From an optimization exercise on the open Yosys and OpenROAD flow, aimed at small area and a short achievable clock period; shortcuts taken in it are not production practice.
In this exercise RTL edits were held to simulation tests only and were not proved equivalent to the original.
Power is estimated from default activity; no workload was simulated.

==> flow/design.v <==
package bp_pkg;
  localparam int unsigned BP_DW      = 32;
  localparam int unsigned BP_ENTRIES = 16;
  localparam int unsigned BP_CTR_W   = 2;
  localparam int unsigned BP_IDX     = $clog2(BP_ENTRIES);
  typedef logic [BP_CTR_W-1:0] ctr_t;
  typedef struct packed {
    logic                      valid;
    logic [BP_DW-BP_IDX-3:0]   tag;
    logic [BP_DW-1:0]          target;
    ctr_t                      ctr;
  } btb_entry_t;
  function automatic logic [31:0] ctr_weak_t(input int unsigned w);
    ctr_weak_t = 32'd1 << (w - 1);
  endfunction
  function automatic logic [31:0] ctr_weak_nt(input int unsigned w);
    ctr_weak_nt = (32'd1 << (w - 1)) - 32'd1;
  endfunction
endpackage
module bp_sat_ctr #(
  parameter int unsigned W = 2
) (
  input  logic [W-1:0] ctr_i,
  input  logic         inc_i,
  input  logic         force_max_i,
  output logic [W-1:0] ctr_o
);
  localparam logic [W-1:0] MAX = '1;
  always_comb begin
    ctr_o = ctr_i;
    if (force_max_i)
      ctr_o = MAX;
    else if (inc_i) begin
      if (ctr_i != MAX) ctr_o = ctr_i + W'(1);
    end else if (ctr_i != '0)
      ctr_o = ctr_i - W'(1);
  end
endmodule
module branch_predictor #(
  parameter int unsigned DATA_WIDTH = bp_pkg::BP_DW,
  parameter int unsigned ENTRIES    = bp_pkg::BP_ENTRIES,
  parameter int unsigned CTR_WIDTH  = bp_pkg::BP_CTR_W
) (
  input  logic                  clk,
  input  logic                  rst,
  input  logic [DATA_WIDTH-1:0] PCF,
  output logic                  PredTakenF,
  output logic [DATA_WIDTH-1:0] PredTargetF,
  input  logic                  UpdateE,
  input  logic                  JumpE,
  input  logic [DATA_WIDTH-1:0] PCE,
  input  logic                  TakenE,
  input  logic [DATA_WIDTH-1:0] TargetE,
  input  logic                  PredTakenE,
  input  logic [DATA_WIDTH-1:0] PredTargetE,
  output logic                  MispredictE,
  output logic [DATA_WIDTH-1:0] RedirectPCE,
  output logic [31:0]           BranchCnt,
  output logic [31:0]           MissCnt
);
  localparam int unsigned IDX_BITS = $clog2(ENTRIES);
  localparam int unsigned TAG_BITS = DATA_WIDTH - IDX_BITS - 2;
  typedef logic [CTR_WIDTH-1:0] lctr_t;
  localparam lctr_t WEAK_T = lctr_t'(bp_pkg::ctr_weak_t(CTR_WIDTH));
  logic [ENTRIES-1:0]    valid_q;
  logic [ENTRIES-1:0][TAG_BITS-1:0]   tag_q;
  logic [ENTRIES-1:0][DATA_WIDTH-1:0] tgt_q;
  logic [ENTRIES-1:0][CTR_WIDTH-1:0]  ctr_q;
  logic [IDX_BITS-1:0]   idx_f;
  logic [TAG_BITS-1:0]   tag_f;
  logic [ENTRIES-1:0]    dec_f;
  logic [ENTRIES-1:0]    match_f;
  logic                  hit_f;
  logic                  taken_f;
  logic [DATA_WIDTH-1:0] tgt_f;
  assign idx_f = PCF[IDX_BITS+1:2];
  assign tag_f = PCF[DATA_WIDTH-1:IDX_BITS+2];
  always_comb begin
    hit_f   = 1'b0;
    taken_f = 1'b0;
    tgt_f   = '0;
    for (int i = 0; i < int'(ENTRIES); i++) begin
      dec_f[i]   = (idx_f == IDX_BITS'(i));
      match_f[i] = valid_q[i] && (tag_q[i] == tag_f);
      hit_f      = hit_f | (dec_f[i] & match_f[i]);
      taken_f    = taken_f | (dec_f[i] & ctr_q[i][CTR_WIDTH-1]);
      tgt_f      = tgt_f | ({DATA_WIDTH{dec_f[i]}} & tgt_q[i]);
    end
  end
  assign PredTakenF  = hit_f & taken_f;
  assign PredTargetF = {DATA_WIDTH{hit_f}} & tgt_f;
  logic [IDX_BITS-1:0] idx_e;
  logic [TAG_BITS-1:0] tag_e;
  lctr_t               ctr_e;
  logic                hit_e;
  lctr_t               ctr_nxt;
  lctr_t               ctr_d;
  logic                wr_e;
  logic                wr_ctr;
  assign idx_e = PCE[IDX_BITS+1:2];
  assign tag_e = PCE[DATA_WIDTH-1:IDX_BITS+2];
  logic [ENTRIES-1:0]  dec_e;
  logic [TAG_BITS-1:0] tagr_e;
  logic                valid_e;
  always_comb begin
    ctr_e   = '0;
    tagr_e  = '0;
    valid_e = 1'b0;
    for (int i = 0; i < int'(ENTRIES); i++) begin
      dec_e[i] = (idx_e == IDX_BITS'(i));
      ctr_e    = ctr_e | ({CTR_WIDTH{dec_e[i]}} & ctr_q[i]);
      tagr_e   = tagr_e | ({TAG_BITS{dec_e[i]}} & tag_q[i]);
      valid_e  = valid_e | (dec_e[i] & valid_q[i]);
    end
  end
  assign hit_e = valid_e && (tagr_e == tag_e);
  bp_sat_ctr #(.W(CTR_WIDTH)) u_sat_ctr (
    .ctr_i       (ctr_e),
    .inc_i       (TakenE),
    .force_max_i (JumpE),
    .ctr_o       (ctr_nxt)
  );
  assign wr_e   = UpdateE & TakenE;
  assign wr_ctr = UpdateE & (TakenE | hit_e);
  assign ctr_d  = hit_e ? ctr_nxt : (JumpE ? '1 : WEAK_T);
  assign MispredictE = UpdateE &
                       ((TakenE != PredTakenE) |
                        (TakenE & PredTakenE & (TargetE != PredTargetE)));
  logic [DATA_WIDTH-1:0] pce_inc;
  always_comb begin
    pce_inc[1:0] = PCE[1:0];
    for (int k = 2; k < int'(DATA_WIDTH); k++)
      pce_inc[k] = PCE[k] ^ (&(PCE[DATA_WIDTH-1:2] | ((DATA_WIDTH-2)'('1) << (k - 2))));
  end
  assign RedirectPCE = TakenE ? TargetE : pce_inc;
  for (genvar i = 0; i < int'(ENTRIES); i++) begin : g_ent
    logic sel;
    assign sel = dec_e[i];
    always_ff @(posedge clk) begin
      if (rst)             valid_q[i] <= 1'b0;
      else if (wr_e & sel) valid_q[i] <= 1'b1;
    end
    logic we_tt, we_c;
    assign we_tt = wr_e & sel;
    assign we_c  = wr_ctr & sel;
    bp_hold_reg #(.W(TAG_BITS + DATA_WIDTH)) u_tt (
      .clk  (clk),
      .we   (we_tt),
      .we_n (~we_tt),
      .d    ({tag_e, TargetE}),
      .q    ({tag_q[i], tgt_q[i]})
    );
    bp_hold_reg #(.W(CTR_WIDTH)) u_ctr (
      .clk  (clk),
      .we   (we_c),
      .we_n (~we_c),
      .d    (ctr_d),
      .q    (ctr_q[i])
    );
  end
  logic [31:0] branch_cnt_q;
  logic [31:0] miss_cnt_q;
  always_ff @(posedge clk) begin
    if (rst) begin
      branch_cnt_q <= '0;
      miss_cnt_q   <= '0;
    end else begin
      if (UpdateE && branch_cnt_q != '1)   branch_cnt_q <= branch_cnt_q + 32'd1;
      if (MispredictE && miss_cnt_q != '1) miss_cnt_q   <= miss_cnt_q + 32'd1;
    end
  end
  assign BranchCnt = branch_cnt_q;
  assign MissCnt   = miss_cnt_q;
  logic unused_pc_lsb;
  assign unused_pc_lsb = ^{PCF[1:0], PCE[1:0]};
endmodule
module bp_hold_reg #(
  parameter int unsigned W = 1
) (
  input  logic         clk,
  input  logic         we,
  input  logic         we_n,
  input  logic [W-1:0] d,
  output logic [W-1:0] q
);
  always_ff @(posedge clk) q <= ({W{we}} & d) | ({W{we_n}} & q);
endmodule
Settings: LEC_CHECK=0, CAP_MARGIN=20, CORE_MARGIN=2, CORE_UTILIZATION=60, CTS_CLUSTER_DIAMETER=80, CTS_CLUSTER_SIZE=28, PLACE_DENSITY=0.7, SETUP_SLACK_MARGIN=3, SLEW_MARGIN=20, SYNTH_HIERARCHICAL=1, TNS_END_PERCENT=0; clock period 7.0 ns.
standard.sh (not shown) runs the stock make flow with config.mk's settings and CLKGATE_MAP_FILE= SYNTH_SCRIPT=/design/flow/synth_recipe.tcl, a recipe that flattens the netlist after the stock synthesis.
==> flow/flow/run.sh <==
#!/bin/bash
# The standard layout, with two changes to how the resizer may work:
# - the input and output ports are buffered with plain buffers (buf_2)
#   rather than the delay-cell buffers buffer_ports picks by default, so
#   repair_timing can size them;
# - sizing may swap a cell for one with a different footprint.
# make's full output goes to make.log; ORFS keeps each step's log under orfs/logs.
set -euo pipefail
bash standard.sh "BUFFER_PORTS_ARGS=-buffer_cell sky130_fd_sc_hd__buf_2" MATCH_CELL_FOOTPRINT=0 finish > make.log 2>&1
The first run completed without violations.
==> next run, changes <==
--- a/flow/design.v
+++ b/flow/design.v
@@ -99,21 +99,8 @@
   logic                wr_ctr;
   assign idx_e = PCE[IDX_BITS+1:2];
   assign tag_e = PCE[DATA_WIDTH-1:IDX_BITS+2];
-  logic [ENTRIES-1:0]  dec_e;
-  logic [TAG_BITS-1:0] tagr_e;
-  logic                valid_e;
-  always_comb begin
-    ctr_e   = '0;
-    tagr_e  = '0;
-    valid_e = 1'b0;
-    for (int i = 0; i < int'(ENTRIES); i++) begin
-      dec_e[i] = (idx_e == IDX_BITS'(i));
-      ctr_e    = ctr_e | ({CTR_WIDTH{dec_e[i]}} & ctr_q[i]);
-      tagr_e   = tagr_e | ({TAG_BITS{dec_e[i]}} & tag_q[i]);
-      valid_e  = valid_e | (dec_e[i] & valid_q[i]);
-    end
-  end
-  assign hit_e = valid_e && (tagr_e == tag_e);
+  assign ctr_e = ctr_q[idx_e];
+  assign hit_e = valid_q[idx_e] && (tag_q[idx_e] == tag_e);
   bp_sat_ctr #(.W(CTR_WIDTH)) u_sat_ctr (
     .ctr_i       (ctr_e),
     .inc_i       (TakenE),
@@ -135,7 +122,7 @@
   assign RedirectPCE = TakenE ? TargetE : pce_inc;
   for (genvar i = 0; i < int'(ENTRIES); i++) begin : g_ent
     logic sel;
-    assign sel = dec_e[i];
+    assign sel = (idx_e == IDX_BITS'(i));
     always_ff @(posedge clk) begin
       if (rst)             valid_q[i] <= 1'b0;
       else if (wr_e & sel) valid_q[i] <= 1'b1;
What happened: Final area rose slightly. Core utilization fell by 0.23 points. Worst hold slack hardly moves. Power came out lower by a few percent. Worst setup slack gains 0.088 ns. Global-route usage came out lower by 5.0 points. Clock-buffer cell count increases by 1. Maximum frequency goes up slightly. Non-clock buffer count decreases by 19. Critical path depth goes down by 4. First-iteration DRC count decreases by about a fifth.

-- re-timing with driven ports --
The flow's constraints put no driver on any port. The routed layouts listed below were extracted and timed again, unchanged, in two steps. Step 1 sets driving cells, clkbuf_16 on the clock port and buf_2 on the other inputs (assumed; they add their load-dependent delay and slew). Step 2 times the ports against the registers' clock, not the clock port: input delays grow and output delays shrink by t, the midpoint of the rising clock arrivals with the driver on. Slacks: no drivers / after step 1 / after step 2; pairs: no drivers / after step 1.
run | shift t [ns] | setup slack, ns | worst data-port slew with drivers (ns) | cell pins on the clock port's net
the first run | 0.738 | 1.439 / 1.343 / 0.711 | 0.21 | 1
the second run | 0.734 | 1.527 / 1.494 / 1.290 | 0.14 | 1
After both steps every run listed still meets setup and hold. For the first run, which loses most, drivers alone change the setup slack by -0.096 ns; drivers and shift together by -0.728 ns.
